This is an optimization exercise on Yosys and OpenROAD, whose aim is small area, a short achievable clock period and few clock cycles per item, not a production implementation. Function was checked by simulation only, so behaviour that the tests miss may differ from the original.

==> inputs of run P <==
==> flow/design.v (excerpt) <==
module ec_scalar_mul (
	input wire clk,
	input wire reset,
	input wire start,
	input wire [7:0] k,
	input wire [15:0] p_x,
	input wire [15:0] p_y,
	input wire p_inf,
	output reg busy,
	output reg done,
	output wire [15:0] r_x,
	output wire [15:0] r_y,
	output wire r_inf
);
clock: 7.0 ns
lec_check: 0
cap_margin: 20
core_margin: 2
core_utilization: 60
slew_margin: 20
run.sh (not shown) runs the stock make flow with config.mk's settings and CLKGATE_MAP_FILE= SYNTH_SCRIPT=/design/flow/synth_recipe.tcl, a recipe that flattens the netlist after the stock synthesis.
==> run X (differences from run P) <==
ABC_AREA = 1   (was unset)
CORE_UTILIZATION = 40   (was 60)
==> qor summary <==
|  | run X | run P |
|---|---|---|
| Area of the multi-input gates | 19500 um^2 | 19700 um^2 |
| Worst-case clock skew | 0.0120 ns | 0.0351 ns |
| Highest metal used | met5 | met4 |
| Shortest period the worst path allows | 6.57 ns | 6.89 ns |
| Synth Area in Adders | 22.9% | 23.8% |
| Gate count after technology mapping | 4124 | 3126 |
| Maximum fanout along the worst path | 9 | 11 |
| Worst reg2reg path startpoint | c_m_b[0] | c_m_b[1] |
| CTS Buf Count | 30 | 29 |
| Post-DP HPWL | 91.6 mm | 77.8 mm |
| Total placed cells including tap cells | 5143 | 3779 |
| Core utilization of the finished layout | 45.0% | 67.0% |
| Met3 Track Usage GR | 5.69% | 12.4% |
| Result of the run | finished clean | finished clean |
| Final worst path period share | 93.9% | 98.4% |
| Nets | 4644 | 3633 |
| Required time of the critical path | 7.48 ns | 7.52 ns |
| Vias in the first global route | 27300 | 25500 |
| Register Area | 7200 um^2 | 7200 um^2 |
| First-pass GRT wire length | 168 mm | 154 mm |
| Global routing usage on met1 | 40.2% | 58.7% |
Testbench counts of run P, summed over its fixed seeds: cycles 25,864, items 192.
Testbench counts of run X, summed over its fixed seeds: cycles 25,864, items 192.

========
==> trial 83: inputs <==
Another version of the RTL of ec_scalar_mul (not shown whole).
==> flow/design.v (excerpt) <==
module ec_scalar_mul (
	input wire clk,
	input wire reset,
	input wire start,
	input wire [7:0] k,
	input wire [15:0] p_x,
	input wire [15:0] p_y,
	input wire p_inf,
	output reg busy,
	output reg done,
	output wire [15:0] r_x,
	output wire [15:0] r_y,
	output wire r_inf
);
	localparam [15:0] PM = 16'd65521;
	localparam [1:0] ST_IDLE = 2'd0, ST_RUN = 2'd1, ST_LOADP = 2'd2;
	localparam [1:0] LP_NEXT = 2'd0, LP_DBL = 2'd1, LP_INF = 2'd2, LP_START = 2'd3;
	reg [6:0] upc, nupc;
	reg [1:0] st, nst, ldk;
	reg [7:0] kreg;  
	reg [3:0] cnt;  
	reg cur_bit;  
	reg dbl_add;  
	reg hz, rz;  
	reg rinf;
	reg [15:0] X, Y, Z, PX, PY, T1, T2, T3, T4;
	assign r_x = X;
	assign r_y = Y;
	assign r_inf = rinf;
	reg c_m_en, r_m_en;
	reg [6:0] c_m_a, r_m_a;
	reg [5:0] c_m_b, r_m_b;
	reg c_m_sh, r_m_sh;
	reg [3:0] c_m_d, r_m_d;
	reg c_a_en, r_a_en;
	reg [4:0] c_a_a, r_a_a;
	reg [3:0] c_a_b, r_a_b;
	reg c_a_sub, r_a_sub;
	reg c_a_dbl, r_a_dbl;
	reg [3:0] c_a_d, r_a_d;
	reg c_f_h, r_f_h;
	reg c_f_r, r_f_r;
	always @(*) begin
		r_m_en = 1'd0;
		r_m_a = 7'd0;
		r_m_b = 6'd0;
		r_m_sh = 1'd0;
		r_m_d = 4'd0;
		case (nupc)
			7'd0: begin r_m_en = 1'b1; r_m_a = 7'd1; r_m_b = 6'd1; r_m_sh = 1'b0; r_m_d = 4'd4; end  
			7'd1: begin r_m_en = 1'b1; r_m_a = 7'd2; r_m_b = 6'd2; r_m_sh = 1'b0; r_m_d = 4'd4; end  
			7'd2: begin r_m_en = 1'b1; r_m_a = 7'd4; r_m_b = 6'd2; r_m_sh = 1'b1; r_m_d = 4'd5; end  
			7'd3: begin r_m_en = 1'b1; r_m_a = 7'd8; r_m_b = 6'd4; r_m_sh = 1'b1; r_m_d = 4'd5; end  
			7'd4: begin r_m_en = 1'b1; r_m_a = 7'd8; r_m_b = 6'd1; r_m_sh = 1'b1; r_m_d = 4'd3; end  
			7'd5: begin r_m_en = 1'b1; r_m_a = 7'd2; r_m_b = 6'd8; r_m_sh = 1'b1; r_m_d = 4'd6; end  
			7'd6: begin r_m_en = 1'b1; r_m_a = 7'd4; r_m_b = 6'd2; r_m_sh = 1'b0; r_m_d = 4'd5; end  
			7'd7: begin r_m_en = 1'b1; r_m_a = 7'd16; r_m_b = 6'd8; r_m_sh = 1'b1; r_m_d = 4'd2; end  
			7'd9: begin r_m_en = 1'b1; r_m_a = 7'd4; r_m_b = 6'd16; r_m_sh = 1'b0; r_m_d = 4'd7; end  
			7'd12: begin r_m_en = 1'b1; r_m_a = 7'd1; r_m_b = 6'd1; r_m_sh = 1'b0; r_m_d = 4'd4; end  
			7'd14: begin r_m_en = 1'b1; r_m_a = 7'd1; r_m_b = 6'd2; r_m_sh = 1'b0; r_m_d = 4'd4; end  
			7'd15: begin r_m_en = 1'b1; r_m_a = 7'd32; r_m_b = 6'd2; r_m_sh = 1'b0; r_m_d = 4'd4; end  
  ...
==> flow/config.mk <==
export PLATFORM = sky130hd
export DESIGN_NAME = ec_scalar_mul
export DESIGN_NICKNAME = ec_scalar_mul
export VERILOG_FILES = /design/flow/design.v
export SDC_FILE = /design/flow/constraint.sdc
export NUM_CORES = 4
export LEC_CHECK = 0
export CAP_MARGIN = 20
export CORE_MARGIN = 2
export CORE_UTILIZATION = 40
export SETUP_SLACK_MARGIN = 0.3
export SLEW_MARGIN = 20
==> flow/constraint.sdc <==
create_clock -name core_clock -period 7.0 [get_ports {clk}]
set_input_delay 1.4000 -clock core_clock [delete_from_list [all_inputs] [get_ports {clk}]]
set_output_delay 1.4000 -clock core_clock [all_outputs]
set_load 0.01 [all_outputs]
==> trial 19 (differences from trial 83) <==
--- a/flow/design.v
+++ b/flow/design.v
@@ -12,19 +12,19 @@
 	output reg done,
 	output wire [15:0] r_x,
 	output wire [15:0] r_y,
 	output wire r_inf
 );
 	localparam [15:0] PM = 16'd65521;
 	localparam [1:0] ST_IDLE = 2'd0, ST_RUN = 2'd1, ST_LOADP = 2'd2;
-	localparam [1:0] LP_NEXT = 2'd0, LP_DBL = 2'd1, LP_INF = 2'd2, LP_START = 2'd3;
+	localparam [1:0] LP_NEXT = 2'd0, LP_DBL = 2'd1, LP_INF = 2'd2;
 	reg [6:0] upc, nupc;
 	reg [1:0] st, nst, ldk;
-	reg [7:0] kreg;  
-	reg [3:0] cnt;  
+	reg [6:0] kreg;  
+	reg [2:0] cnt;  
 	reg cur_bit;  
 	reg dbl_add;  
 	reg hz, rz;  
 	reg rinf;
 	reg [15:0] X, Y, Z, PX, PY, T1, T2, T3, T4;
 	assign r_x = X;
 	assign r_y = Y;
@@ -1010,42 +1010,49 @@
 	end
 	always @(posedge clk) begin
 		if (st == ST_IDLE && start) begin
 			PX <= p_x;
 			PY <= p_y;
 		end
 	end
+	reg [6:0] k_rest;
+	reg [2:0] k_cnt;
+	always @(*) begin
+		casez (k)
+			8'b1???????: begin k_rest = k[6:0]; k_cnt = 3'd7; end
+			8'b01??????: begin k_rest = {k[5:0], 1'b0}; k_cnt = 3'd6; end
+			8'b001?????: begin k_rest = {k[4:0], 2'b0}; k_cnt = 3'd5; end
+			8'b0001????: begin k_rest = {k[3:0], 3'b0}; k_cnt = 3'd4; end
+			8'b00001???: begin k_rest = {k[2:0], 4'b0}; k_cnt = 3'd3; end
+			8'b000001??: begin k_rest = {k[1:0], 5'b0}; k_cnt = 3'd2; end
+			8'b0000001?: begin k_rest = {k[0], 6'b0}; k_cnt = 3'd1; end
+			default: begin k_rest = 7'd0; k_cnt = 3'd0; end
+		endcase
+	end
 	wire zz = (Z == 16'd0);
-	wire more = (cnt != 4'd0);
+	wire more = (cnt != 3'd0);
 	wire [1:0] succ_d = (cur_bit && !dbl_add) ? 2'd1 : (more ? 2'd0 : 2'd2);
 	wire [1:0] succ_a = more ? 2'd0 : 2'd2;
-	reg consume, skip, lead, fin_done, exc;
+	reg consume, fin_done, exc;
 	reg [1:0] exc_k;
 	always @(*) begin
 		nupc = upc + 1'b1;
 		nst = st;
 		consume = 1'b0;
-		skip = 1'b0;
-		lead = 1'b0;
 		fin_done = 1'b0;
 		exc = 1'b0;
 		exc_k = LP_NEXT;
 		case (st)
 			ST_IDLE: begin
 				nupc = upc;
 				if (start && !p_inf && k != 8'd0) nst = ST_LOADP;
 			end
 			ST_LOADP: begin
 				nst = ST_RUN;
-				if (ldk == LP_START) begin  
-					if (!kreg[7]) begin nst = ST_LOADP; skip = 1'b1; end
-					else if (cnt != 4'd1) begin nupc = 7'd0; lead = 1'b1; end
-					else nupc = 7'd28;
-				end
-				else if (ldk == LP_DBL) nupc = 7'd0;
+				if (ldk == LP_DBL) nupc = 7'd0;
 				else if (more) begin nupc = 7'd0; consume = 1'b1; end
 				else nupc = 7'd28;
 			end
 			default: begin
 				if (upc == 7'd7 && succ_d == 2'd0) begin nupc = 7'd65; consume = 1'b1; end
 				else if (upc == 7'd7 && succ_d == 2'd1) begin nupc = 7'd69; end
 				else if (upc == 7'd7 && succ_d == 2'd2) begin nupc = 7'd73; end
@@ -1089,35 +1096,25 @@
 		end
 	end
 	always @(posedge clk) begin
 		upc <= nupc;
 		if (c_f_h) hz <= azero;
 		if (c_f_r) rz <= azero;
 		if (st == ST_IDLE && start) begin
-			kreg <= k;
-			cnt <= 4'd8;
-			ldk <= LP_START;
+			kreg <= k_rest;
+			cnt <= k_cnt;
+			ldk <= LP_NEXT;
 			rinf <= 1'b1;
 		end
 		if (exc)
 			ldk <= exc_k;
-		if (skip) begin
-			kreg <= {kreg[6:0], 1'b0};
-			cnt <= cnt - 4'd1;
-		end
-		if (lead) begin
-			cur_bit <= kreg[6];
-			kreg <= {kreg[5:0], 2'b0};
-			cnt <= cnt - 4'd2;
-			dbl_add <= 1'b0;
-		end
 		if (consume) begin
-			cur_bit <= kreg[7];
-			kreg <= {kreg[6:0], 1'b0};
-			cnt <= cnt - 4'd1;
+			cur_bit <= kreg[6];
+			kreg <= {kreg[5:0], 1'b0};
+			cnt <= cnt - 3'd1;
 			dbl_add <= 1'b0;
 		end else if (st == ST_LOADP && ldk == LP_DBL)
 			dbl_add <= 1'b1;
 		if (fin_done)
 			rinf <= zz;
 	end
 endmodule
SETUP_SLACK_MARGIN = 1.2   (was 0.3)
==> run notes <==
- Register-to-register slack: trial 19 is higher than trial 83 (0.42 ns).
- Of trial 19 and trial 83, trial 19 has the higher synthesized cell count (gap about 4%, measured against trial 83).
- Setup slack: trial 19 is better than trial 83 (0.42 ns).
- Sequential share of layout area: trial 19 is lower than trial 83 (2.4 points).
==> figures <==
quantity	trial 19	trial 83
Status	complete, no violations	complete, no violations
Length of routed met3 wiring	15100 um	13100 um
Crit path launch	m2f[16]$_DFF_P_	c_m_a[6]$_DFF_PP0_
Count of cells along the worst register-to-register path	26	16
Clock network contribution to total cell area	3.69%	3.36%
Sink count of the clock tree	283	285
Post-CTS Setup Inserts	85	4
Starting Density	40.4%	40.6%
Non-clock buffer instance count of the final layout	353	254
Testbench counts of trial 83, summed over its fixed seeds: cycles 25,580, items 192.
Testbench counts of trial 19, summed over its fixed seeds: cycles 25,395, items 192.

-- separate check: timing with driven ports --
In the flow no input, the clock included, has a driving cell. The finished layouts below were timed again as built, in two steps. Step 1: set_driving_cell puts a clkbuf_16 on clk and a buf_2 on each other input, an assumption about the parent block. Step 2 times the ports against the registers' clock, not the clock port: input delays grow and output delays shrink by t, the midpoint of the rising clock arrivals with the driver on. Slacks: no drivers / after step 1 / after step 2; pairs: no drivers / after step 1.
run	shift t [ns]	slack for setup (ns)	worst setup path at the end	worst slew at a driven data input, ns	pins driven straight from the clock port
run P	0.643	0.112 / 0.112 / 0.112	register to register	0.10	1
run X	0.641	0.429 / 0.429 / 0.429	register to register	0.10	1
trial 83	0.608	0.430 / 0.430 / 0.430	register to register	0.06	1
trial 19	0.631	0.855 / 0.855 / 0.855	register to register	0.05	1
After both steps setup and hold are still met in every run listed.
